Context: an optimization exercise on an open-source flow, tuned for small area and a short achievable clock period. The choices shown serve that exercise and are no tape-out recipe.
RTL that was checked went through simulation tests only; none was proved equivalent to the original.
Function not checked in runs 2, 3 and 5: the RTL went through the layout flow alone.
No activity file was given, so power comes from the tool's default toggle rates.

File: design/flow/config.mk
export PLATFORM = sky130hd
export DESIGN_NAME = y86_data_mem
export DESIGN_NICKNAME = y86_data_mem
export VERILOG_FILES = /design/flow/design.v
export SDC_FILE = /design/flow/constraint.sdc
export NUM_CORES = 4
export LEC_CHECK = 0
export CAP_MARGIN = 20
export CORE_MARGIN = 2
export CORE_UTILIZATION = 40
export SLEW_MARGIN = 20
File: design/flow/constraint.sdc
create_clock -name core_clock -period 6.0 [get_ports {clk}]
set_input_delay 1.2000 -clock core_clock [delete_from_list [all_inputs] [get_ports {clk}]]
set_output_delay 1.2000 -clock core_clock [all_outputs]
set_load 0.01 [all_outputs]
File: design/flow/design.v
module y86_data_mem #(
    parameter int unsigned     WIDTH = 64,
    parameter int unsigned     DEPTH = 20,
    parameter longint unsigned BASE  = 1,
    parameter int unsigned     AW    = 64
) (
    input  logic             clk,
    input  logic             res,
    input  logic             req,
    input  logic             read,
    input  logic             write,
    input  logic [AW-1:0]    addr,
    input  logic [WIDTH-1:0] data,
    output logic             ready,
    output logic             done,
    output logic [WIDTH-1:0] valM,
    output logic             memerr,
    output logic             err_sticky,
    input  logic [AW-1:0]    dbg_addr,
    output logic [WIDTH-1:0] dbg_data
);
    localparam int unsigned   CW   = (DEPTH > 1) ? $clog2(DEPTH) : 1;
    localparam logic [AW-1:0] LO   = AW'(BASE);
    localparam logic [AW-1:0] HI   = AW'(BASE) + AW'(DEPTH - 1);
    localparam logic [CW-1:0] LAST = CW'(DEPTH - 1);
    localparam logic [0:0] S_CLEAR = 1'b0;
    localparam logic [0:0] S_RUN   = 1'b1;
    logic [WIDTH-1:0] mem [DEPTH];
    logic [0:0]       state_q, state_d;
    logic [CW-1:0]    clr_q, clr_d;
    logic             clr_we, wr_we;
    logic             ready_q, done_q, memerr_q, err_sticky_q;
    logic [WIDTH-1:0] valm_q;
    logic             in_range, dbg_in_range, accept, op_err;
    logic [CW-1:0]    idx, dbg_idx;
    assign in_range     = (addr >= LO) && (addr <= HI);
    assign idx          = CW'(addr - LO);
    assign dbg_in_range = (dbg_addr >= LO) && (dbg_addr <= HI);
    assign dbg_idx      = CW'(dbg_addr - LO);
    assign accept = req & ready_q;
    assign op_err = (read & write) | ((read | write) & ~in_range);
    always_ff @(posedge clk or posedge res) begin
        if (res) begin
            state_q <= S_CLEAR;
            clr_q   <= '0;
        end else begin
            state_q <= state_d;
            clr_q   <= clr_d;
        end
    end
    always_comb begin
        state_d = state_q;
        clr_d   = clr_q;
        clr_we  = 1'b0;
        wr_we   = 1'b0;
        case (state_q)
            S_CLEAR: begin
                clr_we = 1'b1;
                clr_d  = clr_q + CW'(1);
                if (clr_q == LAST) begin
                    state_d = S_RUN;
                    clr_d   = '0;
                end
            end
            S_RUN: begin
                wr_we = accept & write & ~op_err;
            end
            default: begin
                state_d = S_CLEAR;
                clr_d   = '0;
            end
        endcase
    end
    always_ff @(posedge clk) begin
        if (clr_we) begin
            mem[clr_q] <= '0;
        end else if (wr_we) begin
            mem[idx] <= data;
        end
    end
    always_ff @(posedge clk or posedge res) begin
        if (res) begin
            ready_q      <= 1'b0;
            done_q       <= 1'b0;
            memerr_q     <= 1'b0;
            valm_q       <= '0;
            err_sticky_q <= 1'b0;
        end else begin
            ready_q      <= (state_d == S_RUN);
            done_q       <= accept;
            err_sticky_q <= err_sticky_q | (accept & op_err);
            if (accept) begin
                memerr_q <= op_err;
                valm_q   <= (read & ~op_err) ? mem[idx] : '0;
            end
        end
    end
    assign ready      = ready_q;
    assign done       = done_q;
    assign valM       = valm_q;
    assign memerr     = memerr_q;
    assign err_sticky = err_sticky_q;
    assign dbg_data   = dbg_in_range ? mem[dbg_idx] : '0;
endmodule
File: design/flow/run.sh
#!/bin/bash
# synth_recipe.tcl (not shown) runs the flow's synth.tcl, then flattens the netlist and writes it again
# the make line also repeats each setting of config.mk as NAME=value (left out here)
make -C /OpenROAD-flow-scripts/flow DESIGN_CONFIG=/design/flow/config.mk WORK_HOME=/design/flow/orfs CLKGATE_MAP_FILE= SYNTH_SCRIPT=/design/flow/synth_recipe.tcl finish
==> impl_metrics.ini, run 1 <==
[status]
status = timing/DRC/antenna clean

[floorplan]
boundaryPins = 329
die_h_um = 398
fp.coreArea_um2 = 154000
die_x_um = 398
initial_utilization = 0.403
die_area_um2 = 158000
rows = 144

[yosys]
synth_warnings = 1
synth.most_common_cell = edfxtp_1
yosys.area.top_type_share = 0.619
syn_area_um2 = 62100
synth_edf_count = 1280
ys_top_cells_by_area = edfxtp_1 62%, mux4_2 23%, dfrtp_1 2.9%
seq_area_frac_synth = 0.648
ys_ff_latch = 1353
synth_area_per_cell_um2 = 17.9
synth_ff_type = edfxtp_1
synth_top_cells_by_count = 1280 x edfxtp_1, 640 x mux4_2, 345 x nand2_1
yosysTopAreaCell = edfxtp_1
async_flop_share = 0.0540
synthCells = 3462
synthDistinctLibCells = 43

[final_layout]
diodes = 0
n_fill_cell = 12800
syn_to_final_growth_pct = 18.1
final_net_count = 4002
final_layout_size_suffix_gt1_frac = 0.259
fin_cells = 5956

[setup_path]
cpMostUsedCell = clkdlybuf4s50_1
critPathBufInv = 4
worst_path_max_delay_cell = nor3_1
cp-startpoint = dbg_addr[1]
cp_num_cells = 10
end_kind = output pin
cp_cell_sequence = clkdlybuf4s50_1 > inv_1 > ha_1 > nor3b_1 > xnor2_2 > buf_12 > nor2b_1 > nor3_1 > nor2_1 > clkdlybuf4s50_1
path_max_fanout = 64
critPathLaunchType = primary input
cpPeakStageDelay_ns = 0.73
crit_required_ns = 4.80
crit_family = buffers and inverters
worstSetupPathType = primary input to output pin
r2r_start = state_q
crit_arrival_ns = 4.66
r2r_cells = 7

[sta]
setup_tns_ns = 0
whs_ns = 0.469
grt_setup_unrepaired = no
maxSlewHeadroom = 0.283
period_minus_slack_ns = 5.86
tightestPinTransition_ns = 1.07
fin_skew_ns = 0.0228
hold_viol = 0
fin_crit_sh = 0.976
fmax_ghz = 0.171
setup_viol = 0
slew_violations = 0

[clock_tree]
cts_tree = yes
cts_buffers = 142
htreeDepth = 4
clk_latency_ns = 0.77
clockBufferDepth = 3
cts.sinks = 1353
cts-hold-fix-buffers = 0
clockRootBuffer = clkbuf_16
cts.clk_slew.worst_paths_ns = 0.05

[power_and_ir_drop]
powerDensity_nw_per_um2 = 278
netSwitchingFraction = 0.227
power_frac_seq = 0.498
peakVddDrop_uv = 201
cellLeakagePower_nw = 20.1
power.switching_mw = 4.63
p_comb_frac = 0.078
p_clk_frac = 0.423
p_int_mw = 15.8

[job]
cap_viol_max_count = 0

[place]
dp.cells = 5698
hpwl_mm = 97.4
gp_congestion = 0.761
io_buffers = 328

[routing]
drt-pass1-iter-count = 6
drt_iter0_drc = 4138
avgRoutedWirePerCell_um = 31.2
viasPerCell = 6.19
drc = 0
via_count = 36900
wirelength_mm = 186
ant_nets = 0

[global_route]
grt_use_total = 0.235
antenna_found_initial = 3
first_global_vias = 37500
grt_overflow_total = 0
grt_max_degree = 103
grt_pass1_wl_mm = 266

[worst_hold_path]
hold_depth = 1
hold_class = flip-flop to flip-flop
min_from = err_sticky_q
==> power by group through the flow <==
stage          Clock [mW]  Combinational [mW]  Sequential (mW)
2_1_floorplan           0               0.886             10.4
4_1_cts              8.78                1.60             10.2
3_3_place_gp            0                1.60             10.4
6_report             8.65                1.60             10.2
3_5_place_dp            0                1.60             10.4
5_1_grt              9.14                1.68             10.2
==> kinds of logic (layout without fill, tap and decap cells) <==
| kind of cell | Yosys count | after routing | synth area share |
|---|---|---|---|
| muxes | 641 | 641 | 0.232 |
| xor gates and xnor gates | 9 | 9 | 0.00127 |
| buffers and inverters | 274 | 724 | 0.0198 |
| DFF | 1353 | 1353 | 0.648 |
| AOI/OAI and AO/OA | 484 | 484 | 0.0450 |
| adders and majority gates | 6 | 6 | 0.00121 |
| and+or+nand+nor | 695 | 695 | 0.0521 |
==> state kept, by name, indices dropped and copies added (netlist names) <==
name / flops
err_sticky_q: 1
done_q: 1
mem: 1280
valm_q: 64
clr_q: 5
memerr_q: 1
state_q: 1
==> placed cells by master, fill, tap and decap left out, types with 21 or more instances in the layout <==
master           instances
nor2_1                  73
mux4_2                 640
a22oi_1                138
nand2_1                343
dfrtp_1                 73
nor2b_1                 66
clkbuf_16              149
clkdlybuf4s50_1        326
buf_12                  60
and3_1                  64
clkinv_2                21
edfxtp_1              1280
o21ai_1                 61
clkbuf_1                42
buf_4                   69
nor4_1                  35
a21oi_1                257
nor3_1                  73
==> cell type report <==
cell class,instances,area (µm²),area share
clock buffer,198,3980,0.0543
timing repair buffer,458,5040,0.0687
tap,2044,2560,0.0349
inverter,9,36.3,0.000495
sequential,1353,40300,0.549
clock inverter,59,541,0.00737
multi-input combinational,1835,20900,0.286
==> routing by layer <==
| layer | GRT usage | vias to the layer above | share of wire |
|---|---|---|---|
| met4 | 0.0651 | 2 | 0.026 |
| met3 | 0.0457 | 291 | 0.094 |
| met1 | 0.335 | 19700 | 0.41 |
| met5 | 0 | - | 0.000070 |
| met2 | 0.370 | 1811 | 0.47 |
| li1 | - | 15100 | - |
==> final timing paths <==
| kind | end | slack, ns |
|---|---|---|
| setup / recovery | dbg_data[47] | 0.14 |
| hold / removal | err_sticky_q | 0.47 |
| setup reg to reg | mem[12][41] | 2.58 |
| hold reg to reg | err_sticky_q | 0.47 |
| max in group asynchronous | valm_q[50] | 3.82 |
| min in group asynchronous | valm_q[42] | 0.87 |
==> per-stage QoR <==
step                      setup slack, ns  utilization  area [µm²]  power (mW)
final                               0.143        0.476       73400        20.4
after global routing               0.0785        0.476       73400        21.0
after CTS                           0.149        0.476       73300        20.6
after detailed placement            0.152        0.447       68800        12.0
after global placement              0.202        0.447       68800        12.0
after floorplan                     0.125            -       62200        11.3
==> repair_timing <==
item | CTS | global route
setup buffers | 0 | 0
resized for setup | 0 | 1
setup endpoints to repair | 0 | 1
hold endpoints to repair | 0 | 0
==> run 2, diff against run 1 <==
==> design/flow/design.v (replaced) <==
module y86_dmem_rdmux (
    input  logic [19:0]      sel,
    input  logic [20*64-1:0] d,
    output logic [63:0]      q
);
    always_comb begin
        q = '0;
        for (int i = 0; i < 20; i++) q = q | (d[64*i +: 64] & {64{sel[i]}});
    end
endmodule
module y86_dmem_wrmux (
    input  logic        we,
    input  logic        wen,
    input  logic [63:0] wd,
    input  logic [63:0] q,
    output logic [63:0] d
);
    assign d = (wd & {64{we}}) | (q & {64{wen}});
endmodule
module y86_data_mem (
    input  logic        clk,
    input  logic        res,
    input  logic        req,
    input  logic        read,
    input  logic        write,
    input  logic [63:0] addr,
    input  logic [63:0] data,
    output logic        ready,
    output logic        done,
    output logic [63:0] valM,
    output logic        memerr,
    output logic        err_sticky,
    input  logic [63:0] dbg_addr,
    output logic [63:0] dbg_data
);
    logic [20*64-1:0] mem_q, mem_d;
    logic        ready_q, done_q, memerr_q, err_sticky_q;
    logic [4:0]  cnt_q;     
    logic [4:0]  ridx_q;    
    logic        a_hi0, in_range, op_err, wr_ok, rd_ok;
    assign a_hi0    = ~|addr[63:5];
    assign in_range = a_hi0 && (addr[4:0] != 5'd0) && (addr[4:0] <= 5'd20);
    assign op_err   = (read & write) | ((read | write) & ~in_range);
    assign wr_ok    = write & ~read & in_range;
    assign rd_ok    = read & ~write & in_range;
    logic [4:0]  wsel;
    logic        wen;
    logic [63:0] wdata;
    logic [19:0] we;
    assign wsel  = ready_q ? addr[4:0] : cnt_q;
    assign wen   = ready_q ? (req & wr_ok) : 1'b1;
    assign wdata = ready_q ? data : 64'd0;
    for (genvar i = 0; i < 20; i++) begin : g_ent
        assign we[i] = wen && wsel == 5'(i + 1);
        y86_dmem_wrmux u_wr (
            .we(we[i]), .wen(~we[i]), .wd(wdata), .q(mem_q[64*i +: 64]), .d(mem_d[64*i +: 64])
        );
    end
    always_ff @(posedge clk) mem_q <= mem_d;
    always_ff @(posedge clk or posedge res) begin
        if (res) begin
            ready_q <= 1'b0;
            cnt_q   <= 5'd1;
        end else begin
            cnt_q   <= cnt_q + 5'd1;
            if (cnt_q == 5'd20) ready_q <= 1'b1;
        end
    end
    always_ff @(posedge clk or posedge res) begin
        if (res) begin
            done_q       <= 1'b0;
            memerr_q     <= 1'b0;
            err_sticky_q <= 1'b0;
            ridx_q       <= 5'd0;
        end else begin
            done_q <= req & ready_q;
            if (req & ready_q) begin
                memerr_q     <= op_err;
                err_sticky_q <= err_sticky_q | op_err;
                ridx_q       <= rd_ok ? addr[4:0] : 5'd0;
            end
        end
    end
    logic        d_hi0;
    logic [19:0] rsel, dsel;
    assign d_hi0 = ~|dbg_addr[63:5];
    for (genvar i = 0; i < 20; i++) begin : g_sel
        assign rsel[i] = ridx_q == 5'(i + 1);
        assign dsel[i] = d_hi0 && dbg_addr[4:0] == 5'(i + 1);
    end
    y86_dmem_rdmux u_rd  (.sel(rsel), .d(mem_q), .q(valM));
    y86_dmem_rdmux u_dbg (.sel(dsel), .d(mem_q), .q(dbg_data));
    assign ready      = ready_q;
    assign done       = done_q;
    assign memerr     = memerr_q;
    assign err_sticky = err_sticky_q;
endmodule
==> design/flow/flow/run.sh (new file) <==
#!/bin/bash
# Standard synthesis and layout, with small port buffers and Yosys/ABC's buffers removed
# before placement (repair_design re-buffers what needs it).
set -euo pipefail
bash standard.sh \
  'BUFFER_PORTS_ARGS=-buffer_cell sky130_fd_sc_hd__buf_2' \
  REMOVE_ABC_BUFFERS=1 \
  finish > standard.log 2>&1
==> design/flow/standard.sh (new file) <==
#!/bin/bash
# synth_recipe.tcl (not shown) runs the flow's synth.tcl, then flattens the netlist and writes it again
# the make line also repeats each setting of config.mk as NAME=value (left out here)
make -C /OpenROAD-flow-scripts/flow DESIGN_CONFIG=/design/flow/config.mk WORK_HOME=/design/flow/orfs CLKGATE_MAP_FILE= SYNTH_SCRIPT=/design/flow/synth_recipe.tcl "${@:-finish}"
--- a/design/flow/config.mk
+++ b/design/flow/config.mk
@@ -10,2 +10,3 @@
 export CORE_UTILIZATION = 40
 export SLEW_MARGIN = 20
+export SYNTH_HIERARCHICAL = 1
removed: design/flow/run.sh
==> impl_metrics.ini, run 2 <==
[final_layout]
n_fill_cell = 13100
final_layout_size_suffix_gt1_frac = 0.178
final_net_count = 5288
largest_reg_flops = 1280
fin_cells = 7092
reg.largest.list = mem_q x1280, cnt_q x5, ridx_q x5
final_util = 0.449
final_common_cell = a22o_1
regMostFlops = mem_q
layout_common_cells = 1712 x a22o_1, 1280 x dfxtp_1, 512 x a221oi_1
syn_to_final_growth_pct = 11.5

[yosys]
synth_top_cells_by_count = 1712 x a22o_1, 1280 x dfxtp_1, 512 x a221oi_1
synth_ff_type = dfxtp_1
yosysTopAreaCell = dfxtp_1
async_flop_share = 0.0108
synth_edf_count = 0
synth.most_common_cell = a22o_1
synth_area_per_cell_um2 = 11.4
ys_ff_latch = 1294
synth_warnings = 8
yosys.area.top_type_share = 0.450
syn_area_um2 = 57000
synthCells = 4995
synthDistinctLibCells = 56
seq_area_frac_synth = 0.456
ys_top_cells_by_area = dfxtp_1 45%, a22o_1 26%, buf_6 8.0%

[place]
io_buffers = 328
dp.cells = 6832
hpwl_mm = 139
gp_congestion = 0.853

[sta]
period_minus_slack_ns = 5.64
hold_viol = 0
tightestPinTransition_ns = 1.35
fmax_ghz = 0.177
fin_skew_ns = 0.0279
grt_setup_unrepaired = no
slew_violations = 0
setup_viol = 0
maxSlewHeadroom = 0.100
fin_crit_sh = 0.939

[setup_path]
r2r_cells = 8
crit_required_ns = 4.80
path_max_fanout = 43
critPathLaunchType = primary input
crit_arrival_ns = 4.44
rr_endpoint = mem_q[962]
end_kind = output pin
cp-startpoint = dbg_addr[54]
worstSetupPathType = primary input to output pin
reg2reg_slack_ns = 1.74
r2r_start = ready_q

[worst_hold_path]
hold_class = primary input to asynchronous set/reset pin

[power_and_ir_drop]
p_int_mw = 14.0
p_clk_frac = 0.505
powerDensity_nw_per_um2 = 283
power_frac_seq = 0.478
peakVddDrop_uv = 366
cellLeakagePower_nw = 23.3
p_comb_frac = 0.017
power.switching_mw = 4.00
netSwitchingFraction = 0.223

[routing]
avgRoutedWirePerCell_um = 37.4
via_count = 53400
drt_iter0_drc = 8226
drt-pass1-iter-count = 6
viasPerCell = 7.52
drc = 0
ant_nets = 0
wirelength_mm = 265

[floorplan]
initial_utilization = 0.403
die_x_um = 381
boundaryPins = 329
fp.coreArea_um2 = 141000
die_area_um2 = 146000
rows = 138
die_h_um = 381

[clock_tree]
cts_tree = yes
cts.sinks = 1294
cts-hold-fix-buffers = 0
htreeDepth = 4
cts.clk_slew.worst_paths_ns = 0.06
clockBufferDepth = 3
cts_buffers = 143
clk_latency_ns = 0.82
cts_resized = 0
clockRootBuffer = clkbuf_16
cts_setup_buffers = 0

[global_route]
antenna_found_initial = 5
grt_pass1_wl_mm = 372
first_global_vias = 50500
grt_use_total = 0.347
grt_max_degree = 65
grt_overflow_total = 0

[job]
cap_viol_max_count = 0

[status]
status = timing/DRC/antenna clean
==> run 2: cell types whose count changed after synthesis, moves of 266 or more <==
cell	change
a21oi_1	-266
edfxtp_1	-1280
buf_6	+400
a22o_1	+1711
nand2_1	-328
dfxtp_1	+1280
a221oi_1	+512
mux4_2	-640
==> run 2: how the worst max path moves through the flow <==
stage | endpoint | cells after the start
detailed placement | dbg_data[21] | 13
global placement | dbg_data[21] | 13
global route | dbg_data[21] | 13
CTS | dbg_data[21] | 13
floorplan | dbg_data[11] | 9
finish | dbg_data[21] | 13
==> run 2: critical path: stages <==
cell,delay (ns)
buf_2,0.10
nor4_1,0.33
nand4_1,0.17
nor4_2,0.29
buf_4,0.19
or3b_1,0.53
nor3_4,0.26
buf_12,0.33
a22o_1,0.21
a221oi_1,0.06
and3_1,0.34
nand4_1,0.19
buf_2,0.16
==> run 2: metal layers <==
metal  global-route usage  wire length (µm)
met5                    0                13
met4                0.184             15800
met3                0.106             36700
met2                0.501            109000
met1                0.462            103000
==> run 2: per-module statistics from Yosys (local to each module, per instance) <==
module / area [µm²] / times used
y86_data_mem: 27900 / 1
y86_dmem_rdmux: 7290 / 2
y86_dmem_wrmux: 723 / 20
==> run 2: cell families after synthesis <==
family,share of synthesized area
muxes,0.000351
and+or+nand+nor,0.0540
AOI/OAI and AO/OA,0.395
buffers and inverters,0.0938
DFF,0.456
xor gates and xnor gates,0.000461
adders and majority gates,0.000439
==> run 2: power groups by stage <==
stage	sequential [mW]	clock, mW	combinational (mW)
global route	8.59	9.45	0.315
detailed placement	8.78	0	0.291
CTS	8.59	9.08	0.291
floorplan	8.78	0	0.123
finish	8.59	9.07	0.302
global placement	8.78	0	0.290
==> run 2: through the flow <==
stage	TNS (ns)	hold slack, ns	worst slack, ns	power, mW	area (µm²)
finish	0	0.457	0.365	18.0	63500
global route	0	0.483	0.244	18.4	63500
CTS	0	0.448	0.435	18.0	63500
detailed placement	0	0.479	0.459	9.07	58700
global placement	0	0.476	0.458	9.07	58700
floorplan	-278.14	0.463	-2.87	8.91	51700
==> run 2: layout make-up <==
| class | count | area [µm²] | share of cell area |
|---|---|---|---|
| clock buffers | 214 | 4270 | 0.0672 |
| multi-input cells | 3116 | 26400 | 0.415 |
| well taps | 1890 | 2360 | 0.0372 |
| flip-flops and latches | 1294 | 26000 | 0.409 |
| inverters | 5 | 18.8 | 0.000295 |
| repair buffers | 529 | 4020 | 0.0632 |
| diodes | 4 | 10.0 | 0.000158 |
| clock inverters | 40 | 470 | 0.00741 |
==> run 3, diff against run 2 <==
--- a/design/flow/design.v
+++ b/design/flow/design.v
@@ -7,4 +7,16 @@
         q = '0;
         for (int i = 0; i < 20; i++) q = q | (d[64*i +: 64] & {64{sel[i]}});
+    end
+endmodule
+module y86_dmem_rdmux_en (
+    input  logic [19:0]      sel,
+    input  logic             en,
+    input  logic [20*64-1:0] d,
+    output logic [63:0]      q
+);
+    always_comb begin
+        q = '0;
+        for (int i = 0; i < 20; i++) q = q | (d[64*i +: 64] & {64{sel[i]}});
+        q = q & {64{en}};
     end
 endmodule
@@ -87,8 +99,8 @@
     for (genvar i = 0; i < 20; i++) begin : g_sel
         assign rsel[i] = ridx_q == 5'(i + 1);
-        assign dsel[i] = d_hi0 && dbg_addr[4:0] == 5'(i + 1);
+        assign dsel[i] = dbg_addr[4:0] == 5'(i + 1);
     end
     y86_dmem_rdmux u_rd  (.sel(rsel), .d(mem_q), .q(valM));
-    y86_dmem_rdmux u_dbg (.sel(dsel), .d(mem_q), .q(dbg_data));
+    y86_dmem_rdmux_en u_dbg (.sel(dsel), .en(d_hi0), .d(mem_q), .q(dbg_data));
     assign ready      = ready_q;
     assign done       = done_q;
--- a/design/flow/config.mk
+++ b/design/flow/config.mk
@@ -9,4 +9,5 @@
 export CORE_MARGIN = 2
 export CORE_UTILIZATION = 40
+export CTS_BUF_LIST = sky130_fd_sc_hd__clkbuf_8
 export SLEW_MARGIN = 20
 export SYNTH_HIERARCHICAL = 1
==> impl_metrics.ini, run 3 <==
[status]
status = timing/DRC/antenna clean

[clock_tree]
cts_tree = yes
cts_setup_buffers = 0
cts.sinks = 1294
clk_latency_ns = 1.03
clockRootBuffer = clkbuf_8
htreeDepth = 4
clockBufferDepth = 3
cts-hold-fix-buffers = 0
cts_resized = 0
cts.clk_slew.worst_paths_ns = 0.06
cts_buffers = 207

[global_route]
globalRouteMet2Util = 0.527
grt-busiest-layer = met2
grt_overflow_total = 0
use_met3 = 0.162
grt_use_total = 0.386
first_global_vias = 53100
antenna_found_initial = 9
grt.met1_usage = 0.507
grt_max_degree = 65
grt_pass1_wl_mm = 410

[yosys]
synth-compound-area-share = 0.404
synth_adder_area_share = 0.000436
synth_top_family_by_area = compound AO/OA/AOI/OAI gates
synth_area_per_cell_um2 = 11.4
synth-simple-area-share = 0.0506
ys_top_cells_by_area = dfxtp_1 45%, a22o_1 25%, buf_6 7.7%
synth_top_cells_by_count = 1648 x a22o_1, 1280 x dfxtp_1, 390 x buf_6
synth_ff_type = dfxtp_1
yosysTopAreaCell = dfxtp_1
synthDistinctLibCells = 46
syn_area_um2 = 57400
synthMuxAreaShare = 0.000371
ys_ff_latch = 1294
synth_edf_count = 0
synth_warnings = 9
synthCells = 5046
async_flop_share = 0.0108
synth.most_common_cell = a22o_1
seq_area_frac_synth = 0.453
synthXorXnorAreaFrac = 0.000458
yosys.area.top_type_share = 0.447

[routing]
viasPerCell = 7.78
via_count = 56300
drc = 0
ant_nets = 0
avgRoutedWirePerCell_um = 41.2
drt-pass1-iter-count = 10
drt_iter0_drc = 11800
wirelength_mm = 298

[floorplan]
fp.coreArea_um2 = 142000
initial_utilization = 0.404
die_x_um = 383
boundaryPins = 329
die_area_um2 = 146000
rows = 138
die_h_um = 383

[setup_path]
reg2reg_slack_ns = 2.25
crit_required_ns = 4.80
cp-startpoint = ridx_q[4]
worstSetupPathType = flip-flop to output pin
critPathLaunchType = flip-flop
rr_endpoint = mem_q[967]
r2r_start = ready_q
r2r_cells = 8
crit_arrival_ns = 4.47
path_max_fanout = 21
end_kind = output pin

[sta]
setup_tns_ns = 0
fmax_ghz = 0.177
grt_setup_unrepaired = no
hold_viol = 0
setup_viol = 0
fin_skew_ns = 0.0382
slew_violations = 0
period_minus_slack_ns = 5.67
tightestPinTransition_ns = 1.35
fin_crit_sh = 0.944
maxSlewHeadroom = 0.0965

[final_layout]
final_common_cell = a22o_1
layout_common_cells = 1648 x a22o_1, 1280 x dfxtp_1, 384 x a22oi_1
reg.largest.list = mem_q x1280, cnt_q x5, ridx_q x5
final_net_count = 5369
syn_to_final_growth_pct = 10.3
final_layout_size_suffix_gt1_frac = 0.198
regMostFlops = mem_q
n_fill_cell = 13400
largest_reg_flops = 1280

[place]
hpwl_mm = 150
gp_congestion = 0.903
io_buffers = 328

[power_and_ir_drop]
powerDensity_nw_per_um2 = 269
peakVddDrop_uv = 173
cellLeakagePower_nw = 23.9
power_mw = 17.0

[worst_hold_path]
hold_class = primary input to asynchronous set/reset pin

[job]
cap_viol_max_count = 0
## run 3: worst max-delay path by stage
stage	to	slack, ns
floorplan	dbg_data[62]	-2.12
global placement	dbg_data[37]	1.08
detailed placement	dbg_data[25]	1.09
CTS	valM[47]	0.58
global route	valM[47]	0.48
finish	valM[47]	0.33
## run 3: layer usage
| metal | vias up | part of all wire | routed length, µm |
|---|---|---|---|
| met5 | - | 0.0011 | 323 |
| met4 | 19 | 0.069 | 20600 |
| met3 | 1646 | 0.17 | 51100 |
| met2 | 6229 | 0.39 | 116000 |
| met1 | 27000 | 0.37 | 110000 |
| li1 | 21300 | - | - |
## run 3: stage by stage
stage           util  instances  setup slack [ns]  hold WS, ns  area, µm²
2_1_floorplan      -       4461             -2.12        0.463      52100
3_3_place_gp   0.415       6849              1.08        0.477      58900
3_5_place_dp   0.415       6851              1.09        0.483      59000
4_1_cts        0.446       7225             0.582        0.243      63300
5_1_grt        0.446       7226             0.478        0.329      63300
6_report       0.446       7229             0.335        0.266      63300
## run 3: cells by family (layout without fill, tap and decap cells)
group / count (synthesis) / after routing
XOR/XNOR: 3 / 3
other: 0 / 4
buffers and inverters: 591 / 880
adder cells (fa/ha/maj): 2 / 2
multiplexers: 2 / 2
AO/OA/AOI/OAI: 2645 / 2645
AND/OR/NAND/NOR: 509 / 509
flip-flops: 1294 / 1294
## run 3: cell type report
cell class | instances | area (µm²) | share of cell area
tap | 1890 | 2360 | 0.0374
clock inverter | 101 | 562 | 0.00888
sequential | 1294 | 26000 | 0.410
timing repair buffer | 500 | 3850 | 0.0609
clock buffer | 273 | 3760 | 0.0594
inverter | 6 | 22.5 | 0.000356
multi-input combinational | 3161 | 26700 | 0.423
antenna | 4 | 10.0 | 0.000158
## run 3: Yosys stat by module (local to each module, per instance)
module             times used  flops+latches
y86_data_mem                1           1294
y86_dmem_rdmux_en           1              0
y86_dmem_rdmux              1              0
y86_dmem_wrmux             20              0
## run 3: critical path, cell delays in order (launching register included)
cell and delay [ns]:
dfrtp_1 0.48, or3_1 0.53, nor2_4 1.08, buf_4 0.53, a22o_1 0.25, a221oi_1 0.05, and3_1 0.24, nand4_1 0.14
buf_2 0.16
## run 3: report_power, final
group          internal, mW  total, mW  switching, mW
Clock                  4.16       8.02           3.87
Sequential             8.59       8.59       0.000365
Combinational        0.0843      0.417          0.333
Total                  12.8       17.0           4.20
==> run 4, diff against run 3 <==
--- a/design/flow/design.v
+++ b/design/flow/design.v
@@ -1,10 +1,18 @@
+module y86_dmem_dec (
+    input  logic [4:0]  a,
+    output logic [19:0] sel
+);
+    for (genvar i = 0; i < 20; i++) begin : g_sel
+        assign sel[i] = a == 5'(i + 1);
+    end
+endmodule
 module y86_dmem_rdmux (
     input  logic [19:0]      sel,
-    input  logic [20*64-1:0] d,
-    output logic [63:0]      q
+    input  logic [20*16-1:0] d,
+    output logic [15:0]      q
 );
     always_comb begin
         q = '0;
-        for (int i = 0; i < 20; i++) q = q | (d[64*i +: 64] & {64{sel[i]}});
+        for (int i = 0; i < 20; i++) q = q | (d[16*i +: 16] & {16{sel[i]}});
     end
 endmodule
@@ -12,11 +20,11 @@
     input  logic [19:0]      sel,
     input  logic             en,
-    input  logic [20*64-1:0] d,
-    output logic [63:0]      q
+    input  logic [20*16-1:0] d,
+    output logic [15:0]      q
 );
     always_comb begin
         q = '0;
-        for (int i = 0; i < 20; i++) q = q | (d[64*i +: 64] & {64{sel[i]}});
-        q = q & {64{en}};
+        for (int i = 0; i < 20; i++) q = q | (d[16*i +: 16] & {16{sel[i]}});
+        q = q & {16{en}};
     end
 endmodule
@@ -49,5 +57,5 @@
     logic        ready_q, done_q, memerr_q, err_sticky_q;
     logic [4:0]  cnt_q;     
-    logic [4:0]  ridx_q;    
+    logic [19:0] rsel_q;    
     logic        a_hi0, in_range, op_err, wr_ok, rd_ok;
     assign a_hi0    = ~|addr[63:5];
@@ -56,4 +64,6 @@
     assign wr_ok    = write & ~read & in_range;
     assign rd_ok    = read & ~write & in_range;
+    logic [19:0] asel;
+    y86_dmem_dec u_adec (.a(addr[4:0]), .sel(asel));
     logic [4:0]  wsel;
     logic        wen;
@@ -84,5 +94,5 @@
             memerr_q     <= 1'b0;
             err_sticky_q <= 1'b0;
-            ridx_q       <= 5'd0;
+            rsel_q       <= '0;
         end else begin
             done_q <= req & ready_q;
@@ -90,17 +100,20 @@
                 memerr_q     <= op_err;
                 err_sticky_q <= err_sticky_q | op_err;
-                ridx_q       <= rd_ok ? addr[4:0] : 5'd0;
+                rsel_q       <= asel & {20{rd_ok}};
             end
         end
     end
-    logic        d_hi0;
-    logic [19:0] rsel, dsel;
+    logic d_hi0;
     assign d_hi0 = ~|dbg_addr[63:5];
-    for (genvar i = 0; i < 20; i++) begin : g_sel
-        assign rsel[i] = ridx_q == 5'(i + 1);
-        assign dsel[i] = dbg_addr[4:0] == 5'(i + 1);
+    for (genvar s = 0; s < 4; s++) begin : g_slice
+        logic [20*16-1:0] ms;
+        logic [19:0]      dsel;
+        for (genvar i = 0; i < 20; i++) begin : g_ms
+            assign ms[16*i +: 16] = mem_q[64*i + 16*s +: 16];
+        end
+        y86_dmem_dec      u_ddec (.a(dbg_addr[4:0]), .sel(dsel));
+        y86_dmem_rdmux    u_rd   (.sel(rsel_q), .d(ms), .q(valM[16*s +: 16]));
+        y86_dmem_rdmux_en u_dbg  (.sel(dsel), .en(d_hi0), .d(ms), .q(dbg_data[16*s +: 16]));
     end
-    y86_dmem_rdmux u_rd  (.sel(rsel), .d(mem_q), .q(valM));
-    y86_dmem_rdmux_en u_dbg (.sel(dsel), .en(d_hi0), .d(mem_q), .q(dbg_data));
     assign ready      = ready_q;
     assign done       = done_q;
--- a/design/flow/config.mk
+++ b/design/flow/config.mk
@@ -9,5 +9,6 @@
 export CORE_MARGIN = 2
 export CORE_UTILIZATION = 40
-export CTS_BUF_LIST = sky130_fd_sc_hd__clkbuf_8
+export SETUP_SLACK_MARGIN = 1.5
 export SLEW_MARGIN = 20
 export SYNTH_HIERARCHICAL = 1
+export TNS_END_PERCENT = 5
==> impl_metrics.ini, run 4 <==
[status]
status = timing/DRC/antenna clean

[routing]
viasPerCell = 7.82
drt_iter0_drc = 11200
via_count = 57400
avgRoutedWirePerCell_um = 41.7
drc = 0
drt-pass1-iter-count = 7
wirelength_mm = 306
ant_nets = 0

[yosys]
synthDistinctLibCells = 54
yosysTopAreaCell = dfxtp_1
synth_edf_count = 0
synth_top_cells_by_count = 1638 x a22o_1, 1280 x dfxtp_1, 386 x a22oi_1
synth_warnings = 9
ys_top_cells_by_area = dfxtp_1 43%, a22o_1 24%, buf_6 6.8%
syn_area_um2 = 58900
synth_area_per_cell_um2 = 11.3
seq_area_frac_synth = 0.447
synth_ff_type = dfxtp_1
yosys.area.top_type_share = 0.435
ys_ff_latch = 1309
synth.most_common_cell = a22o_1
synthCells = 5237
async_flop_share = 0.0222

[setup_path]
cp_cell_sequence = buf_4 > a22o_1 > a221oi_1 > and3_1 > nand4_1 > buf_2
crit_required_ns = 4.80
crit_arrival_ns = 3.61
cpPeakStageDelay_ns = 1.29
path_max_fanout = 46
r2r_cells = 7
critPathLaunchType = flip-flop
r2r_start = ready_q
rr_endpoint = mem_q[642]
worst_path_max_delay_cell = dfrtp_4
worstSetupPathType = flip-flop to output pin
reg2reg_slack_ns = 1.95
end_kind = output pin

[global_route]
antenna_found_initial = 13
grt_max_degree = 65
grt_use_total = 0.382
grt_overflow_total = 0
grt_pass1_wl_mm = 418
first_global_vias = 53700

[floorplan]
rows = 140
die_x_um = 388
boundaryPins = 329
fp.coreArea_um2 = 146000
initial_utilization = 0.404
die_area_um2 = 150000
die_h_um = 388

[clock_tree]
clk_latency_ns = 0.82
cts_buffers = 139
cts.clk_slew.worst_paths_ns = 0.06
clockRootBuffer = clkbuf_16
clockBufferDepth = 3
cts_tree = yes
cts-hold-fix-buffers = 0
htreeDepth = 4
cts.sinks = 1309

[sta]
hold_viol = 0
fin_crit_sh = 0.801
setup_tns_ns = 0
setup_viol = 0
period_minus_slack_ns = 4.81
grt_setup_unrepaired = yes
fmax_ghz = 0.208
tightestPinTransition_ns = 1.33
maxSlewHeadroom = 0.112
slew_violations = 0
fin_skew_ns = 0.0267

[power_and_ir_drop]
powerDensity_nw_per_um2 = 281
power_mw = 18.5
peakVddDrop_uv = 286
cellLeakagePower_nw = 24.7

[place]
dp.cells = 7065
io_buffers = 328
gp_congestion = 0.935
place_area_um2 = 60400
hpwl_mm = 163

[final_layout]
reg.largest.list = mem_q x1280, rsel_q x20, cnt_q x5
syn_to_final_growth_pct = 11.4
regMostFlops = mem_q
layout_common_cells = 1638 x a22o_1, 1280 x dfxtp_1, 386 x a22oi_1
n_fill_cell = 13600
fin_cells = 7337
final_cell_area_um2 = 65700
final_net_count = 5500
final_layout_size_suffix_gt1_frac = 0.217
largest_reg_flops = 1280
final_common_cell = a22o_1

[job]
cap_viol_max_count = 0

[worst_hold_path]
hold_class = primary input to asynchronous set/reset pin
==> run 4: worst max-delay path by stage <==
stage	from	to	slack [ns]	depth (start not counted)
6_report	rsel_q[4]	valM[19]	1.19	6
5_1_grt	rsel_q[4]	valM[19]	1.35	6
4_1_cts	dbg_addr[3]	dbg_data[53]	1.32	9
3_5_place_dp	dbg_addr[1]	dbg_data[28]	0.89	9
3_3_place_gp	dbg_addr[1]	dbg_data[28]	0.93	9
2_1_floorplan	dbg_addr[29]	dbg_data[0]	-1.93	5
==> run 4: per-stage QoR <==
step	utilization	setup slack [ns]	hold slack, ns
5_1_grt	0.450	1.35	0.511
6_report	0.450	1.19	0.475
4_1_cts	0.448	1.32	0.465
3_5_place_dp	0.414	0.888	0.481
2_1_floorplan	-	-1.93	0.463
3_3_place_gp	0.414	0.934	0.477
==> run 4: final cells by class <==
type,instances,area [µm²],share of cell area
sequential,1309,26400,0.402
tap,1917,2400,0.0365
clock inverter,61,893,0.0136
clock buffer,192,3960,0.0603
inverter,10,37.5,0.000572
multi-input combinational,3275,27900,0.425
timing repair buffer,566,4000,0.0609
antenna,7,17.5,0.000267
==> run 4: layer usage <==
layer / routed length, µm / track usage
met3: 49100 / 0.145
met4: 25800 / 0.256
met2: 121000 / 0.538
met1: 110000 / 0.482
met5: 119 / 0
==> run 4: report_power, final <==
group / leakage, nW / switching (mW) / internal, mW
registers: 10.6 / 0.000324 / 8.69
logic: 11.7 / 0.375 / 0.108
clock network: 2.40 / 3.85 / 5.43
total: 24.7 / 4.23 / 14.2
==> run 4: cell families after synthesis <==
family                     after synthesis  synth area share
muxes                                    3          0.000531
buffers and inverters                  653            0.0923
DFF                                   1309             0.447
xor gates and xnor gates                 3          0.000446
and+or+nand+nor                        597            0.0597
AOI/OAI and AO/OA                     2670             0.399
adders and majority gates                2          0.000425
==> run 4: worst max-delay path, delay by kind of cell, from the launching register on <==
family | cells | cell delay (ns)
simple gates | 2 | 0.39
compound gates | 2 | 0.28
flops | 1 | 1.29
buf+inv | 2 | 0.80
==> run 4: modules after synthesis, one instance, submodules excluded <==
module / times used / flip-flops and latches
y86_data_mem: 1 / 1309
y86_dmem_rdmux_en: 4 / 0
y86_dmem_rdmux: 4 / 0
y86_dmem_wrmux: 20 / 0
y86_dmem_dec: 5 / 0
==> run 4: repair_timing <==
item                                    4_1_cts  5_1_grt
buffers inserted                              1        9
endpoints found under the setup margin       78       95
gates cloned                                  0        1
pin swaps                                     0        2
gates resized for setup                      21       35
==> run 5, diff against run 4 <==
--- a/design/flow/design.v
+++ b/design/flow/design.v
@@ -7,25 +7,40 @@
     end
 endmodule
-module y86_dmem_rdmux (
-    input  logic [19:0]      sel,
-    input  logic [20*16-1:0] d,
-    output logic [15:0]      q
+module y86_dmem_aoi222 (
+    input  logic a1, a2, b1, b2, c1, c2,
+    output logic y
 );
-    always_comb begin
-        q = '0;
-        for (int i = 0; i < 20; i++) q = q | (d[16*i +: 16] & {16{sel[i]}});
+    assign y = ~((a1 & a2) | (b1 & b2) | (c1 & c2));
+endmodule
+module y86_dmem_rdbit (
+    input  logic [19:0] sel,
+    input  logic [19:0] d,
+    input  logic        en,
+    output logic        q
+);
+    logic [6:0] t;
+    for (genvar k = 0; k < 6; k++) begin : g_aoi
+        y86_dmem_aoi222 u_g (
+            .a1(sel[3*k]), .a2(d[3*k]), .b1(sel[3*k+1]), .b2(d[3*k+1]),
+            .c1(sel[3*k+2]), .c2(d[3*k+2]), .y(t[k])
+        );
     end
+    assign t[6] = ~((sel[18] & d[18]) | (sel[19] & d[19]));
+    assign q = (~&t[3:0] | ~&t[6:4]) & en;
 endmodule
-module y86_dmem_rdmux_en (
-    input  logic [19:0]      sel,
-    input  logic             en,
-    input  logic [20*16-1:0] d,
-    output logic [15:0]      q
+module y86_dmem_rdbit_noen (
+    input  logic [19:0] sel,
+    input  logic [19:0] d,
+    output logic        q
 );
-    always_comb begin
-        q = '0;
-        for (int i = 0; i < 20; i++) q = q | (d[16*i +: 16] & {16{sel[i]}});
-        q = q & {16{en}};
+    logic [6:0] t;
+    for (genvar k = 0; k < 6; k++) begin : g_aoi
+        y86_dmem_aoi222 u_g (
+            .a1(sel[3*k]), .a2(d[3*k]), .b1(sel[3*k+1]), .b2(d[3*k+1]),
+            .c1(sel[3*k+2]), .c2(d[3*k+2]), .y(t[k])
+        );
     end
+    assign t[6] = ~((sel[18] & d[18]) | (sel[19] & d[19]));
+    assign q = ~&t[3:0] | ~&t[6:4];
 endmodule
 module y86_dmem_wrmux (
@@ -107,12 +122,14 @@
     assign d_hi0 = ~|dbg_addr[63:5];
     for (genvar s = 0; s < 4; s++) begin : g_slice
-        logic [20*16-1:0] ms;
-        logic [19:0]      dsel;
-        for (genvar i = 0; i < 20; i++) begin : g_ms
-            assign ms[16*i +: 16] = mem_q[64*i + 16*s +: 16];
+        logic [19:0] dsel;
+        y86_dmem_dec u_ddec (.a(dbg_addr[4:0]), .sel(dsel));
+        for (genvar b = 16 * s; b < 16 * s + 16; b++) begin : g_bit
+            logic [19:0] mb;
+            for (genvar i = 0; i < 20; i++) begin : g_mb
+                assign mb[i] = mem_q[64*i + b];
+            end
+            y86_dmem_rdbit_noen u_rd  (.sel(rsel_q), .d(mb), .q(valM[b]));
+            y86_dmem_rdbit      u_dbg (.sel(dsel), .d(mb), .en(d_hi0), .q(dbg_data[b]));
         end
-        y86_dmem_dec      u_ddec (.a(dbg_addr[4:0]), .sel(dsel));
-        y86_dmem_rdmux    u_rd   (.sel(rsel_q), .d(ms), .q(valM[16*s +: 16]));
-        y86_dmem_rdmux_en u_dbg  (.sel(dsel), .en(d_hi0), .d(ms), .q(dbg_data[16*s +: 16]));
     end
     assign ready      = ready_q;
==> impl_metrics.ini, run 5 <==
[status]
status = timing/DRC/antenna clean

[yosys]
yosys.area.top_type_share = 0.468
ys_top_cells_by_area = dfxtp_1 47%, a22o_1 21%, a222oi_1 14%
ys_ff_latch = 1309
synth_ff_type = dfxtp_1
synth.most_common_cell = a22o_1
seq_area_frac_synth = 0.482
synth_area_per_cell_um2 = 12.1
yosysTopAreaCell = dfxtp_1
synthCells = 4525
syn_area_um2 = 54700
synth_top_cells_by_count = 1286 x a22o_1, 1280 x dfxtp_1, 768 x a222oi_1
synthDistinctLibCells = 52
synth_warnings = 7
async_flop_share = 0.0222
synth_edf_count = 0

[setup_path]
cpPeakStageDelay_ns = 0.80
cp_cell_sequence = buf_4 > a222oi_1 > and4_1 > nand4_1 > buf_2
reg2reg_slack_ns = 2.24
cp-startpoint = rsel_q[15]
r2r_start = ready_q
crit_required_ns = 4.80
critPathBufInv = 2
worst_path_max_delay_cell = dfrtp_4
path_max_fanout = 43
endpoint = valM[48]
cp_num_cells = 5
worstSetupPathType = flip-flop to output pin
crit_arrival_ns = 3.48
critPathLaunchType = flip-flop
r2r_cells = 7
crit_family = flip-flops
rr_endpoint = mem_q[918]
end_kind = output pin

[global_route]
antenna_found_initial = 15
grt_use_total = 0.342
first_global_vias = 49800
grt_overflow_total = 0
grt_max_degree = 65
grt_pass1_wl_mm = 358

[routing]
ant_nets = 0
drt-pass1-iter-count = 14
avgRoutedWirePerCell_um = 37.6
via_count = 52700
viasPerCell = 7.77
wirelength_mm = 255
drt_iter0_drc = 12900
drc = 0

[sta]
tightestPinTransition_ns = 1.18
whs_ns = 0.496
grt_setup_unrepaired = yes
period_minus_slack_ns = 4.68
fin_crit_sh = 0.779
hold_viol = 0
setup_ws_ns = 1.32
fin_skew_ns = 0.0408
fmax_ghz = 0.214
setup_viol = 0
maxSlewHeadroom = 0.216
slew_violations = 0

[clock_tree]
clockBufferDepth = 3
htreeDepth = 4
cts.clk_slew.worst_paths_ns = 0.06
clockRootBuffer = clkbuf_16
cts_tree = yes
cts-hold-fix-buffers = 0
cts.sinks = 1309
clk_latency_ns = 0.81
cts_buffers = 141

[final_layout]
fin_cells = 6785
regMostFlops = mem_q
final_net_count = 5084
reg.largest.list = mem_q x1280, rsel_q x20, cnt_q x5
largest_reg_flops = 1280
syn_to_final_growth_pct = 15.4
final_util = 0.466
final_layout_size_suffix_gt1_frac = 0.215
layout_common_cells = 1286 x a22o_1, 1280 x dfxtp_1, 768 x a222oi_1
final_common_cell = a22o_1

[place]
gp_congestion = 0.938
hpwl_mm = 142
io_buffers = 328
dp.cells = 6502
dp_slack_ns = 0.686

[power_and_ir_drop]
peakVddDrop_uv = 298
powerDensity_nw_per_um2 = 292
cellLeakagePower_nw = 23.1

[floorplan]
die_h_um = 374
die_x_um = 374
initial_utilization = 0.403
boundaryPins = 329
die_area_um2 = 140000
rows = 135
fp.coreArea_um2 = 136000

[job]
cap_viol_max_count = 0

[worst_hold_path]
hold_class = flip-flop to flip-flop
[run 5: how the worst min path moves through the flow]
| stage | to | slack (ns) | from | cells past startpoint |
|---|---|---|---|---|
| after floorplan | mem_q[1000] | 0.46 | mem_q[1000] | 1 |
| after detailed placement | mem_q[836] | 0.48 | mem_q[836] | 1 |
| after global placement | mem_q[602] | 0.47 | mem_q[602] | 1 |
| final | mem_q[87] | 0.50 | mem_q[87] | 1 |
| after global routing | mem_q[93] | 0.50 | mem_q[93] | 1 |
| after CTS | mem_q[1119] | 0.50 | mem_q[1119] | 1 |
[run 5: repair_timing]
item | CTS | global route
gates resized for setup | 40 | 48
endpoints found under the hold margin | 0 | 0
setup buffers | 7 | 8
setup endpoints to repair | 64 | 72
pin swaps | 7 | 12
cloned | 0 | 5
[run 5: cells by family (layout without fill, tap and decap cells)]
family,Yosys count,after routing,share of synthesized area
AOI/OAI and AO/OA,2286,2286,0.389
DFF,1309,1309,0.482
and+or+nand+nor,597,597,0.0658
buffers and inverters,325,796,0.0619
xor gates and xnor gates,3,3,0.000480
muxes,3,3,0.000572
adders and majority gates,2,2,0.000457
other,0,8,0
[run 5: area by class of cell]
type                    count  area, µm²
flip-flops and latches   1309      26400
diodes                      8       20.0
fillers                 12300      72500
well taps                1781       2230
repair buffers            532       3720
clock buffers             204       4240
clock inverters            50        654
multi-input cells        2891      25800
inverters                  10       37.5
[run 5: worst reg2reg max path: cells and delay by family, from the launching register on]
family	cells	cell delay, ns
buffers and inverters	1	0.60
and+or+nand+nor	3	1.49
AOI/OAI and AO/OA	3	0.89
DFF	1	0.69
[run 5: routing by layer]
metal  vias to the layer above  wire length [µm]  GRT usage  share of wire
li1                      21000                 -          -              -
met1                     25700             96400      0.453           0.38
met2                      4954            105000      0.495           0.41
met3                      1030             38700      0.110           0.15
met4                        14             14800      0.173          0.058
met5                         -                99          0        0.00039
[run 5: per-stage QoR]
step	setup TNS, ns	power, mW	area (µm²)
2_1_floorplan	-129.99	9.06	51400
3_3_place_gp	0	9.31	57600
3_5_place_dp	0	9.31	57600
4_1_cts	0	18.4	62700
5_1_grt	0	18.8	63100
6_report	0	18.4	63200
[run 5: power by group]
| group | leakage, nW | internal [mW] | switching (mW) |
|---|---|---|---|
| combinational | 10.1 | 0.109 | 0.363 |
| sequential | 10.6 | 8.69 | 0.000750 |
| clock | 2.42 | 5.41 | 3.85 |
[run 5: per-module statistics from Yosys, one instance, submodules excluded]
module               flip-flops and latches  cells inside  times used  area [µm²]
y86_data_mem                           1309          1584           1       28100
y86_dmem_wrmux                            0            78          20         723
y86_dmem_dec                              0            33           5         188
y86_dmem_rdbit                            0             4          64        27.5
y86_dmem_rdbit_noen                       0             3          64        27.5
y86_dmem_aoi222                           0             1         768        10.0
==> run 6, diff against run 5 <==
--- a/design/flow/design.v
+++ b/design/flow/design.v
@@ -1,8 +1,23 @@
+module y86_dmem_nor2 (
+    input  logic a,
+    input  logic b,
+    output logic y
+);
+    assign y = ~(a | b);
+endmodule
 module y86_dmem_dec (
     input  logic [4:0]  a,
     output logic [19:0] sel
 );
+    logic [3:0] lo_n;
+    logic [5:0] hi_n;
+    for (genvar j = 0; j < 4; j++) begin : g_lo
+        assign lo_n[j] = ~(a[1:0] == 2'(j));
+    end
+    for (genvar k = 0; k < 6; k++) begin : g_hi
+        assign hi_n[k] = ~(a[4:2] == 3'(k));
+    end
     for (genvar i = 0; i < 20; i++) begin : g_sel
-        assign sel[i] = a == 5'(i + 1);
+        y86_dmem_nor2 u_n (.a(lo_n[(i + 1) % 4]), .b(hi_n[(i + 1) / 4]), .y(sel[i]));
     end
 endmodule
@@ -46,10 +61,10 @@
 module y86_dmem_wrmux (
     input  logic        we,
-    input  logic        wen,
+    input  logic        hold,
     input  logic [63:0] wd,
     input  logic [63:0] q,
     output logic [63:0] d
 );
-    assign d = (wd & {64{we}}) | (q & {64{wen}});
+    assign d = (wd & {64{we}}) | (q & {64{hold}});
 endmodule
 module y86_data_mem (
@@ -72,5 +87,5 @@
     logic        ready_q, done_q, memerr_q, err_sticky_q;
     logic [4:0]  cnt_q;     
-    logic [19:0] rsel_q;    
+    logic [4:0]  ridx_q;    
     logic        a_hi0, in_range, op_err, wr_ok, rd_ok;
     assign a_hi0    = ~|addr[63:5];
@@ -79,17 +94,16 @@
     assign wr_ok    = write & ~read & in_range;
     assign rd_ok    = read & ~write & in_range;
-    logic [19:0] asel;
-    y86_dmem_dec u_adec (.a(addr[4:0]), .sel(asel));
-    logic [4:0]  wsel;
-    logic        wen;
-    logic [63:0] wdata;
-    logic [19:0] we;
-    assign wsel  = ready_q ? addr[4:0] : cnt_q;
-    assign wen   = ready_q ? (req & wr_ok) : 1'b1;
-    assign wdata = ready_q ? data : 64'd0;
+    logic        wr_go, ld;
+    logic [4:0]  wa;
+    logic [19:0] wsel, we, hold;
+    assign wr_go = ready_q & req & wr_ok;
+    assign ld    = wr_go | ~ready_q;
+    assign wa    = ready_q ? addr[4:0] : cnt_q;
+    y86_dmem_dec u_wdec (.a(wa), .sel(wsel));
     for (genvar i = 0; i < 20; i++) begin : g_ent
-        assign we[i] = wen && wsel == 5'(i + 1);
+        assign we[i]   = wr_go & wsel[i];
+        assign hold[i] = ~(ld & wsel[i]);
         y86_dmem_wrmux u_wr (
-            .we(we[i]), .wen(~we[i]), .wd(wdata), .q(mem_q[64*i +: 64]), .d(mem_d[64*i +: 64])
+            .we(we[i]), .hold(hold[i]), .wd(data), .q(mem_q[64*i +: 64]), .d(mem_d[64*i +: 64])
         );
     end
@@ -109,5 +123,5 @@
             memerr_q     <= 1'b0;
             err_sticky_q <= 1'b0;
-            rsel_q       <= '0;
+            ridx_q       <= 5'd0;
         end else begin
             done_q <= req & ready_q;
@@ -115,5 +129,5 @@
                 memerr_q     <= op_err;
                 err_sticky_q <= err_sticky_q | op_err;
-                rsel_q       <= asel & {20{rd_ok}};
+                ridx_q       <= rd_ok ? addr[4:0] : 5'd0;
             end
         end
@@ -122,6 +136,7 @@
     assign d_hi0 = ~|dbg_addr[63:5];
     for (genvar s = 0; s < 4; s++) begin : g_slice
-        logic [19:0] dsel;
+        logic [19:0] dsel, rsel;
         y86_dmem_dec u_ddec (.a(dbg_addr[4:0]), .sel(dsel));
+        y86_dmem_dec u_rdec (.a(ridx_q), .sel(rsel));
         for (genvar b = 16 * s; b < 16 * s + 16; b++) begin : g_bit
             logic [19:0] mb;
@@ -129,5 +144,5 @@
                 assign mb[i] = mem_q[64*i + b];
             end
-            y86_dmem_rdbit_noen u_rd  (.sel(rsel_q), .d(mb), .q(valM[b]));
+            y86_dmem_rdbit_noen u_rd  (.sel(rsel), .d(mb), .q(valM[b]));
             y86_dmem_rdbit      u_dbg (.sel(dsel), .d(mb), .en(d_hi0), .q(dbg_data[b]));
         end
==> design/flow/flow/run.sh (replaced) <==
#!/bin/bash
# Standard synthesis and layout, with small port buffers, Yosys/ABC's buffers removed
# before placement (repair_design re-buffers what needs it), and timing repair free to
# resize gates across footprints.
set -euo pipefail
bash standard.sh \
  'BUFFER_PORTS_ARGS=-buffer_cell sky130_fd_sc_hd__buf_2' \
  REMOVE_ABC_BUFFERS=1 \
  MATCH_CELL_FOOTPRINT=0 \
  finish > standard.log 2>&1
--- a/design/flow/config.mk
+++ b/design/flow/config.mk
@@ -9,6 +9,6 @@
 export CORE_MARGIN = 2
 export CORE_UTILIZATION = 40
-export SETUP_SLACK_MARGIN = 1.5
+export SETUP_SLACK_MARGIN = 2.0
 export SLEW_MARGIN = 20
 export SYNTH_HIERARCHICAL = 1
-export TNS_END_PERCENT = 5
+export TNS_END_PERCENT = 10
==> impl_metrics.ini, run 6 <==
[routing]
viasPerCell = 7.60
via_count = 52500
drc = 0
drt-pass1-iter-count = 13
avgRoutedWirePerCell_um = 35.3
drt_iter0_drc = 11900
ant_nets = 0
wirelength_mm = 244

[sta]
whs_ns = 0.455
setup_ws_ns = 1.31
setup_tns_ns = 0
fin_crit_sh = 0.782
setup_viol = 0
fin_skew_ns = 0.0366
tightestPinTransition_ns = 1.24
hold_viol = 0
period_minus_slack_ns = 4.69
maxSlewHeadroom = 0.173
slew_violations = 0
fmax_ghz = 0.213
grt_setup_unrepaired = yes

[final_layout]
final_common_cell = dfxtp_1
reg.largest.list = mem_q x1280, cnt_q x5, ridx_q x5
regMostFlops = mem_q
layout_common_cells = 1280 x dfxtp_1, 1269 x a22o_1, 768 x a222oi_1
final_net_count = 5224
final_cell_area_um2 = 64000
fin_cells = 6910
syn_to_final_growth_pct = 19.0
largest_reg_flops = 1280
seq_area_um2 = 26000
n_fill_cell = 12100
multi_input_area_um2 = 25400
final_util = 0.480
final_layout_size_suffix_gt1_frac = 0.241

[global_route]
antenna_found_initial = 12
grt_pass1_wl_mm = 338
grt_max_degree = 65
first_global_vias = 48200
grt_use_total = 0.328
grt_overflow_total = 0

[yosys]
synth_area_per_cell_um2 = 12.0
yosys.area.top_type_share = 0.476
synth_top_cells_by_count = 1280 x dfxtp_1, 1269 x a22o_1, 768 x a222oi_1
synthCells = 4471
synth_edf_count = 0
ys_top_cells_by_area = dfxtp_1 48%, a22o_1 21%, a222oi_1 14%
synth.most_common_cell = dfxtp_1
syn_area_um2 = 53800
synth_ff_type = dfxtp_1
ys_ff_latch = 1294
yosysTopAreaCell = dfxtp_1
seq_area_frac_synth = 0.483
synthDistinctLibCells = 39
synth_warnings = 7
async_flop_share = 0.0108

[place]
gp_congestion = 0.918
dp.cells = 6493
hpwl_mm = 133
dp_slack_ns = 1.18
place_area_um2 = 56300
io_buffers = 328

[job]
cap_viol_max_count = 0

[setup_path]
crit_arrival_ns = 3.49
critPathLaunchType = flip-flop
path_max_fanout = 4
crit_required_ns = 4.80
end_kind = output pin
worstSetupPathType = flip-flop to output pin

[clock_tree]
clockRootBuffer = clkbuf_16
cts.clk_slew.worst_paths_ns = 0.06
cts_buffers = 142
cts-hold-fix-buffers = 0
clockBufferDepth = 3
cts_tree = yes
cts.sinks = 1294
clk_latency_ns = 0.80
htreeDepth = 4

[worst_hold_path]
hold_class = primary input to asynchronous set/reset pin

[floorplan]
die_area_um2 = 137000
die_h_um = 371
boundaryPins = 329
rows = 134
initial_utilization = 0.403
die_x_um = 371
fp.coreArea_um2 = 133000

[power_and_ir_drop]
cellLeakagePower_nw = 24.0
power_mw = 18.1
peakVddDrop_uv = 284
powerDensity_nw_per_um2 = 283

[status]
status = timing/DRC/antenna clean
run 6: cell types whose count changed after synthesis, moves of 8 or more:
cell / change
a22o_1: -17
and2_1: -45
or3b_1: +12
nand3b_1: +8
nor2_1: +99
or2_2: +9
nor3_1: -25
nand2b_1: +9
nor4_1: -17
dfrtp_1: -15
clkbuf_1: -20
run 6: logic make-up (layout without fill, tap and decap cells):
| logic type | after synthesis | count (layout) | synth area share |
|---|---|---|---|
| adder cells (fa/ha/maj) | 2 | 2 | 0.000465 |
| AND/OR/NAND/NOR | 625 | 625 | 0.0646 |
| other | 0 | 4 | 0 |
| XOR/XNOR | 3 | 3 | 0.000489 |
| AO/OA/AOI/OAI | 2255 | 2255 | 0.391 |
| flip-flops | 1294 | 1294 | 0.483 |
| multiplexers | 2 | 2 | 0.000419 |
| buffers and inverters | 290 | 957 | 0.0596 |
run 6: critical path, cell delays in order (launching register included):
cell and delay, ns:
dfrtp_4 0.50, buf_12 0.16, or3b_4 0.25, nor2_2 0.05, buf_6 0.13, a222oi_1 0.70
nand4_1 0.60, buf_2 0.33
run 6: path summary, 6_finish.rpt:
kind,start,to,slack [ns],cells past startpoint
min in group core_clock,mem_q[19],mem_q[19],0.49,1
min reg2reg,mem_q[19],mem_q[19],0.49,1
max,ridx_q[2],valM[45],1.31,7
max in group asynchronous,res,ridx_q[0],5.13,2
max reg2reg,ready_q,mem_q[1215],2.55,6
min,res,done_q,0.45,2
run 6: power by group:
| group | leakage [nW] | switching (mW) | internal [mW] |
|---|---|---|---|
| logic | 11.2 | 0.320 | 0.119 |
| clock network | 2.38 | 3.73 | 5.35 |
| registers | 10.5 | 0.000292 | 8.59 |
run 6: metal layers:
metal,up-vias,global-route usage,share of wire
met2,4713,0.481,0.42
met5,-,0,0.00031
li1,21100,-,-
met1,25800,0.436,0.38
met3,888,0.0975,0.14
met4,12,0.165,0.055
run 6: timing repair:
item / 4_1_cts / 5_1_grt
pin swaps: 52 / 74
gates resized for setup: 166 / 144
gates cloned: 12 / 13
buffers inserted: 37 / 90
setup endpoints to repair: 128 / 326
run 6: per-module statistics from Yosys, one instance, submodules excluded:
module | cell area [µm²] | flip-flops and latches | copies in the design
y86_data_mem | 26800 | 1294 | 1
y86_dmem_wrmux | 723 | 0 | 20
y86_dmem_dec | 70.1 | 0 | 9
y86_dmem_rdbit | 27.5 | 0 | 64
y86_dmem_rdbit_noen | 27.5 | 0 | 64
y86_dmem_aoi222 | 10.0 | 0 | 768
y86_dmem_nor2 | 3.75 | 0 | 180
run 6: final cells by class:
class / count / area share
multi-input combinational: 2887 / 0.396
clock inverter: 46 / 0.00798
clock buffer: 211 / 0.0672
tap: 1768 / 0.0346
antenna: 4 / 0.000156
inverter: 5 / 0.000293
timing repair buffer: 695 / 0.0876
sequential: 1294 / 0.406
==> run 7, diff against run 6 <==
--- a/design/flow/flow/run.sh
+++ b/design/flow/flow/run.sh
@@ -5,5 +5,5 @@
 set -euo pipefail
 bash standard.sh \
-  'BUFFER_PORTS_ARGS=-buffer_cell sky130_fd_sc_hd__buf_2' \
+  'BUFFER_PORTS_ARGS=-buffer_cell sky130_fd_sc_hd__buf_1' \
   REMOVE_ABC_BUFFERS=1 \
   MATCH_CELL_FOOTPRINT=0 \
--- a/design/flow/config.mk
+++ b/design/flow/config.mk
@@ -9,4 +9,6 @@
 export CORE_MARGIN = 2
 export CORE_UTILIZATION = 40
+export CTS_CLUSTER_DIAMETER = 80
+export CTS_CLUSTER_SIZE = 25
 export SETUP_SLACK_MARGIN = 2.0
 export SLEW_MARGIN = 20
==> impl_metrics.ini, run 7 <==
[setup_path]
r2r_cells = 6
critPathLaunchType = primary input
crit_required_ns = 4.80
crit_arrival_ns = 3.33
worstSetupPathType = primary input to output pin
reg2reg_slack_ns = 2.52
path_max_fanout = 8
rr_endpoint = mem_q[1057]
r2r_start = ready_q
end_kind = output pin

[floorplan]
initial_utilization = 0.403
die_area_um2 = 137000
die_x_um = 371
fp.coreArea_um2 = 133000
die_h_um = 371
rows = 134
boundaryPins = 329

[yosys]
async_flop_share = 0.0108
synthXorXnorAreaFrac = 0.000488
yosysTopAreaCell = dfxtp_1
synth_top_cells_by_count = 1280 x dfxtp_1, 1269 x a22o_1, 768 x a222oi_1
seq_area_frac_synth = 0.483
synth_warnings = 7
synth_area_per_cell_um2 = 12.0
yosys.area.top_type_share = 0.476
synth.most_common_cell = dfxtp_1
synth_top_family_by_area = compound AO/OA/AOI/OAI gates
syn_area_um2 = 53800
ys_top_cells_by_area = dfxtp_1 48%, a22o_1 21%, a222oi_1 14%
ys_ff_latch = 1294
synthCells = 4471
synth_adder_area_share = 0.000465
synth-simple-area-share = 0.0646
synth-compound-area-share = 0.391
synth_ff_type = dfxtp_1
synthDistinctLibCells = 39
synthMuxAreaShare = 0.000419
synth_edf_count = 0

[place]
dp_slack_ns = 0.640
place_area_um2 = 56200
io_buffers = 328
dp.cells = 6520
hpwl_mm = 139
gp_congestion = 0.915

[sta]
fin_crit_sh = 0.756
grt_setup_unrepaired = yes
tightestPinTransition_ns = 1.19
fmax_ghz = 0.221
setup_ws_ns = 1.47
hold_viol = 0
fin_skew_ns = 0.0303
period_minus_slack_ns = 4.53
maxSlewHeadroom = 0.208
setup_viol = 0
slew_violations = 0

[routing]
avgRoutedWirePerCell_um = 36.7
via_count = 51700
wl_met1_mm = 93.7
wl_met2_mm = 103
drt-pass1-iter-count = 14
drc = 0
drt_iter0_drc = 12800
maxUsedRoutingLayer = met5
viasPerCell = 7.64
wirelength_mm = 248
met3_length_mm = 37.3
ant_nets = 0

[status]
status = timing/DRC/antenna clean

[final_layout]
final_cell_area_um2 = 60800
final_layout_size_suffix_gt1_frac = 0.162
final_common_cell = dfxtp_1
reg.largest.list = mem_q x1280, cnt_q x5, ridx_q x5
seq_area_um2 = 26000
multi_input_area_um2 = 25400
layout_common_cells = 1280 x dfxtp_1, 1269 x a22o_1, 768 x a222oi_1
final_net_count = 5151
fin_cells = 6765
largest_reg_flops = 1280
n_fill_cell = 12400
regMostFlops = mem_q
syn_to_final_growth_pct = 13.1

[clock_tree]
htreeDepth = 3
clk_latency_ns = 0.69
cts.clk_slew.worst_paths_ns = 0.07
cts_tree = yes
cts_buffers = 73
cts.sinks = 1294
clockBufferDepth = 3
cts-hold-fix-buffers = 0
clockRootBuffer = clkbuf_16

[global_route]
grt_use_total = 0.333
grt_overflow_total = 0
first_global_vias = 47300
grt_pass1_wl_mm = 341
antenna_found_initial = 16
grt_max_degree = 65

[power_and_ir_drop]
powerDensity_nw_per_um2 = 243
cellLeakagePower_nw = 21.6
peakVddDrop_uv = 214
power_mw = 14.8

[worst_hold_path]
hold_class = flip-flop to flip-flop
holdPathEnd = mem_q[310]
min_from = mem_q[310]
hold_depth = 1

[job]
cap_viol_max_count = 0
==> run 7: cell counts after synthesis <==
No cell type changed its count.
==> run 7: metal layers <==
metal | GRT usage | up-vias
li1 | - | 20900
met4 | 0.160 | 14
met5 | 0 | -
met2 | 0.489 | 4782
met1 | 0.445 | 25100
met3 | 0.0988 | 893
==> run 7: how the worst max path moves through the flow <==
stage                      start            to  slack, ns  cells after the start
global placement     dbg_addr[4]  dbg_data[37]       0.71                      8
finish               dbg_addr[2]  dbg_data[27]       1.47                     11
global route         dbg_addr[2]  dbg_data[25]       1.49                     11
floorplan           dbg_addr[29]   dbg_data[0]      -2.03                      5
CTS                 dbg_addr[30]  dbg_data[45]       1.47                      9
detailed placement   dbg_addr[4]  dbg_data[37]       0.64                      8
==> run 7: critical path: stages <==
cell	delay (ns)
buf_12	0.13
clkbuf_16	0.17
buf_8	0.13
buf_6	0.11
or3_4	0.35
nor2_4	0.25
buf_2	0.41
a222oi_1	0.14
nand2_1	0.09
o31a_1	0.16
buf_1	0.18
==> run 7: layout make-up <==
type                    count  share of cell area
diodes                      7            0.000288
clock buffers              80              0.0322
clock inverters            33             0.00669
inverters                   5            0.000309
multi-input cells        2888               0.417
flip-flops and latches   1294               0.427
well taps                1768              0.0364
repair buffers            690              0.0794
==> run 7: timing repair <==
action	4_1_cts	5_1_grt
gates cloned	4	12
pin swaps	24	68
buffers inserted	43	58
resized for setup	139	163
endpoints found under the setup margin	128	283
==> run 7: power by group <==
part | total [mW] | switching, mW | internal, mW
logic | 0.420 | 0.325 | 0.0948
registers | 8.58 | 0.000291 | 8.58
clock network | 5.79 | 3.27 | 2.52
==> run 7: per-module statistics from Yosys (local to each module, per instance) <==
module / copies in the design / flip-flops and latches / cells inside
y86_dmem_dec: 9 / 0 / 10
y86_dmem_aoi222: 768 / 0 / 1
y86_dmem_nor2: 180 / 0 / 1
y86_dmem_wrmux: 20 / 0 / 78
y86_dmem_rdbit_noen: 64 / 0 / 3
y86_dmem_rdbit: 64 / 0 / 4
y86_data_mem: 1 / 1294 / 1425
==> run 7: through the flow <==
stage / utilization / hold WS [ns] / TNS [ns]
3_5_place_dp: 0.421 / 0.477 / 0
2_1_floorplan: - / 0.460 / -129.99
3_3_place_gp: 0.421 / 0.472 / 0
6_report: 0.456 / 0.499 / 0
5_1_grt: 0.456 / 0.514 / 0
4_1_cts: 0.445 / 0.500 / 0
==> run 7: cell families (layout without fill, tap and decap cells) <==
group | Yosys count | in the layout
AO/OA/AOI/OAI | 2255 | 2255
XOR/XNOR | 3 | 3
adder cells (fa/ha/maj) | 2 | 2
buffers and inverters | 290 | 808
flip-flops | 1294 | 1294
multiplexers | 2 | 2
other | 0 | 7
AND/OR/NAND/NOR | 625 | 626

-- static timing again, ports no longer ideal --
Ports are ideal in the flow. The routed layouts listed here were re-timed in OpenROAD. Step 1, drivers: a clkbuf_16 drives clk and a buf_2 each remaining input, both assumed. Step 2 times the ports against the registers' clock, not the clock port: input delays grow and output delays shrink by t, the midpoint of the rising clock arrivals with the driver on. Slacks: ideal ports / drivers / drivers and shift; pairs: ideal ports / drivers.
| run | shift t [ns] | slack for setup (ns) | worst hold slack (ns) | worst data-port slew with drivers (ns) | cell pins on the clock port's net |
|---|---|---|---|---|---|
| run 1 | 0.839 | 0.143 / 0.116 / 0.116 | 0.469 / 0.469 / 0.469 | 0.07 | 1 |
| run 2 | 0.870 | 0.365 / 0.346 / 0.346 | 0.457 / 0.398 / 0.494 | 0.06 | 1 |
| run 3 | 1.074 | 0.335 / 0.255 / 0.894 | 0.266 / 0.211 / 0.496 | 0.06 | 1 |
| run 4 | 0.883 | 1.192 / 1.111 / 1.191 | 0.475 / 0.424 / 0.501 | 0.15 | 1 |
| run 5 | 0.863 | 1.325 / 1.243 / 1.190 | 0.496 / 0.471 / 0.496 | 0.16 | 1 |
| run 6 | 0.856 | 1.310 / 1.236 / 1.199 | 0.455 / 0.399 / 0.494 | 0.33 | 1 |
| run 7 | 0.766 | 1.466 / 1.404 / 1.248 | 0.499 / 0.454 / 0.499 | 0.17 | 1 |
After both steps setup and hold are still met in every run listed. The setup slack of run 7, which loses most, moves by -0.062 ns with the drivers and by -0.218 ns with both steps.
